What follows belongs to an exercise in optimizing a design on an open flow for small area, a short achievable clock period and few clock cycles per item; a production flow would make more cautious choices. In this exercise RTL edits were held to simulation tests only and were not proved equivalent to the original.

## the reference run
// value_noise_interpolator
module value_noise_interpolator #(
  parameter int FRAC_BITS      = 16,
  parameter int COS_TABLE_BITS = 8
) (
  input  logic clk_i,
  input  logic rst_ni,
  input  logic                                 s_axis_tvalid,
  output logic                                 s_axis_tready,
  input  logic [((FRAC_BITS + 1 + 7) / 8) * 8 - 1:0] s_axis_tdata,
  input  logic                                 s_axis_tuser,
  output logic                                 m_axis_tvalid,
  input  logic                                 m_axis_tready,
  output logic [((FRAC_BITS + 3 + 7) / 8) * 8 - 1:0] m_axis_tdata,
  input  logic                                 cfg_we_i,
  input  logic [1:0]                           cfg_idx_i,
  input  logic [31:0]                          cfg_data_i
);
Size: about 5900 cells after synthesis, roughly 690 flip-flops, about 90 I/O pins, ~0.061 mm² of cells after synthesis.
Settings: LEC_CHECK=0, CAP_MARGIN=20, CORE_MARGIN=2, CORE_UTILIZATION=40, SLEW_MARGIN=20; clock period 12.0 ns.
run.sh (not shown) runs the stock make flow with config.mk's settings and CLKGATE_MAP_FILE= SYNTH_SCRIPT=/design/flow/synth_recipe.tcl, a recipe that flattens the netlist after the stock synthesis.
Both conditions hold for the reference run: the flow ran to the end and the final layout passed the timing, design-rule and antenna checks.
Testbench counts of the reference run, summed over its fixed seeds: cycles 5,232, items 4,800.
[inputs] the trial run vs the reference run
--- a/flow/design.v
+++ b/flow/design.v
@@ -160,18 +160,16 @@
   end
   logic [F-1:0]       w0_q, w1_q, w2_q;
   logic [31:0]        g3_q;
   logic [F-1:0]       t1_q;
   logic [F:0]         tn_q;
   logic [31:0]  fs1, fs2, gsrc, gnext;
   logic [F-1:0] nw0, nw1, nw2, nw3, nt;
   logic         shift;
-  logic [F:0]   tsum;
-  assign tsum  = {1'b0, tn_q[F-1:0]} + inc0_q;
   assign fs1   = vni_pkg::xorshift32(seed_q);
   assign fs2   = vni_pkg::xorshift32(fs1);
   assign shift = tn_q[F];
   assign gsrc  = do_fill ? fs2 : g3_q;
   assign gnext = vni_pkg::xorshift32(gsrc);
   always_comb begin
     if (do_fill) begin
       nw0 = seed_q[31 -: F];
@@ -197,71 +195,60 @@
     if (do_fill || upd1) begin
       w0_q <= nw0;
       w1_q <= nw1;
       w2_q <= nw2;
       if (do_fill || shift) begin
         g3_q <= gnext;
       end
       t1_q <= nt;
-      tn_q <= do_fill ? (upd1 ? inc0_q : '0) : tsum;
+      tn_q <= fill_q && !upd1 ? '0 : ({1'b0, nt} + inc0_q);
     end
   end
-  logic signed [18:0] cd, ce, cp, cr, rc, rl;
+  logic signed [18:0] cd, cp, cr;
   always_comb begin
-    cd = is_cubic ? (19'(w0_q) - 19'(w1_q)) : '0;
-    ce = is_cubic ? (19'(g3_q[31 -: F]) - 19'(w2_q)) : '0;
-    cp = ce - cd;
-    rc = 19'(w2_q) - 19'(w0_q);
-    rl = 19'(w2_q) - 19'(w1_q);
-    cr = (rc & {19{is_cubic}}) | (rl & {19{!is_cubic}});    
+    cd = 19'(w0_q) - 19'(w1_q);
+    cp = 19'(g3_q[31 -: F]) - 19'(w2_q) - 19'(w0_q) + 19'(w1_q);
+    cr = 19'(w2_q) - 19'(is_cubic ? w0_q : w1_q);
   end
   logic signed [17:0] p1_q;
   logic signed [16:0] d1_q;
   logic signed [16:0] r1_q;
   logic [F-1:0]       tp_q, w1p_q;
   always_ff @(posedge clk_i) begin
     if (en_q) begin
-      p1_q  <= cp[17:0];
-      d1_q  <= cd[16:0];
+      p1_q  <= is_cubic ? cp[17:0] : '0;
+      d1_q  <= is_cubic ? cd[16:0] : '0;
       r1_q  <= is_step ? '0 : cr[16:0];
       tp_q  <= t1_q;
       w1p_q <= w1_q;
     end
   end
   logic [34:0] t1s, t1c;
   logic [K:0]  lo1;
   vni_tree1 u_tree1 (.x_i(p1_q), .t_i(tp_q), .d_i(d1_q), .s_o(t1s), .c_o(t1c));
   assign lo1 = {1'b0, t1s[K-1:0]} + {1'b0, t1c[K-1:0]};
   logic [34:K]        r1s_q, r1c_q;
   logic               r1k_q;
   logic [F-1:0]       ta_q, w1a_q;
-  logic [C-1:0]       ikn_q, ik_q;    
   logic signed [16:0] ra_q;
   always_ff @(posedge clk_i) begin
     if (en_q) begin
       r1s_q <= t1s[34:K];
       r1c_q <= t1c[34:K];
       r1k_q <= lo1[K];
       ta_q  <= tp_q;
-      ikn_q <= ~tp_q[F-1 -: C];
-      ik_q  <= tp_q[F-1 -: C];
       w1a_q <= w1p_q;
       ra_q  <= r1_q;
     end
   end
   logic [34:K] sum1;
   logic [F:0]  cos_w;
   assign sum1  = r1s_q + r1c_q + {{(34 - K){1'b0}}, r1k_q};
-  logic [C-1:0] cidx;
-  logic [F:0]   cos_a, cos_b;
-  assign cidx  = ~ikn_q;
-  assign cos_a = COS_TAB[cidx*(F+1) +: F+1];
-  assign cos_b = COS_TAB[ik_q*(F+1) +: F+1];
-  assign cos_w = {cos_b[F:F/2], cos_a[F/2-1:0]};
+  assign cos_w = COS_TAB[ta_q[F-1 -: C]*(F+1) +: F+1];
   logic signed [18:0] a_q;
   logic [F-1:0]       tb_q, mb_q, w1b_q;
   logic signed [16:0] rb_q;
   always_ff @(posedge clk_i) begin
     if (en_q) begin
       a_q   <= sum1[34:16];
       tb_q  <= ta_q;
       mb_q  <= is_cos ? cos_w[F-1:0] : ta_q;
==> results.txt <==
Looking at cell type of the slowest stage on the worst timing path, the fa_1 result is from the trial run; the edfxtp_1 one comes from the reference run.
Relative to the reference run, final estimated routing congestion in global placement has increased by about 3.4% in the trial run.
Synthesized cell count in the trial run is about 3.7% below the reference run.
Going from the reference run to the trial run, the maximum fanout along the worst path was found to have gone down by 2.
Compared with the reference run, the trial run shows aggregate routed wire length that has gone down slightly.
The trial run against the reference run: smallest hold slack went up by 0.0055 ns; post-route clock period utilization went up by 0.38 points; peak clock frequency supported by timing went down by about 0.9%.
Testbench counts of the trial run, summed over its fixed seeds: cycles 5,232, items 4,800.

-- re-timing with driven ports --
The results above use ideal ports. As a check the final layouts listed here were re-extracted and re-timed, cells and wires unchanged.
Step 1 (the two cells are an assumption about what drives the block):
set clk [get_ports {clk_i}]
set_driving_cell -lib_cell sky130_fd_sc_hd__clkbuf_16 $clk
set_driving_cell -lib_cell sky130_fd_sc_hd__buf_2 [delete_from_list [all_inputs] $clk]
Step 2, shift: input delay + t, output delay - t, t = (earliest + latest rising clock arrival at the registers) / 2. This alone moves slack from input paths to output paths.
Slacks: no drivers / after step 1 / after step 2; pairs: no drivers / after step 1.
run | t (ns) | setup WS [ns] | worst setup path after step 2
the reference run | 0.758 | 7.118 / 7.118 / 7.118 | register to register
the trial run | 0.746 | 7.073 / 7.073 / 7.073 | register to register
After both steps every run listed still meets setup and hold.
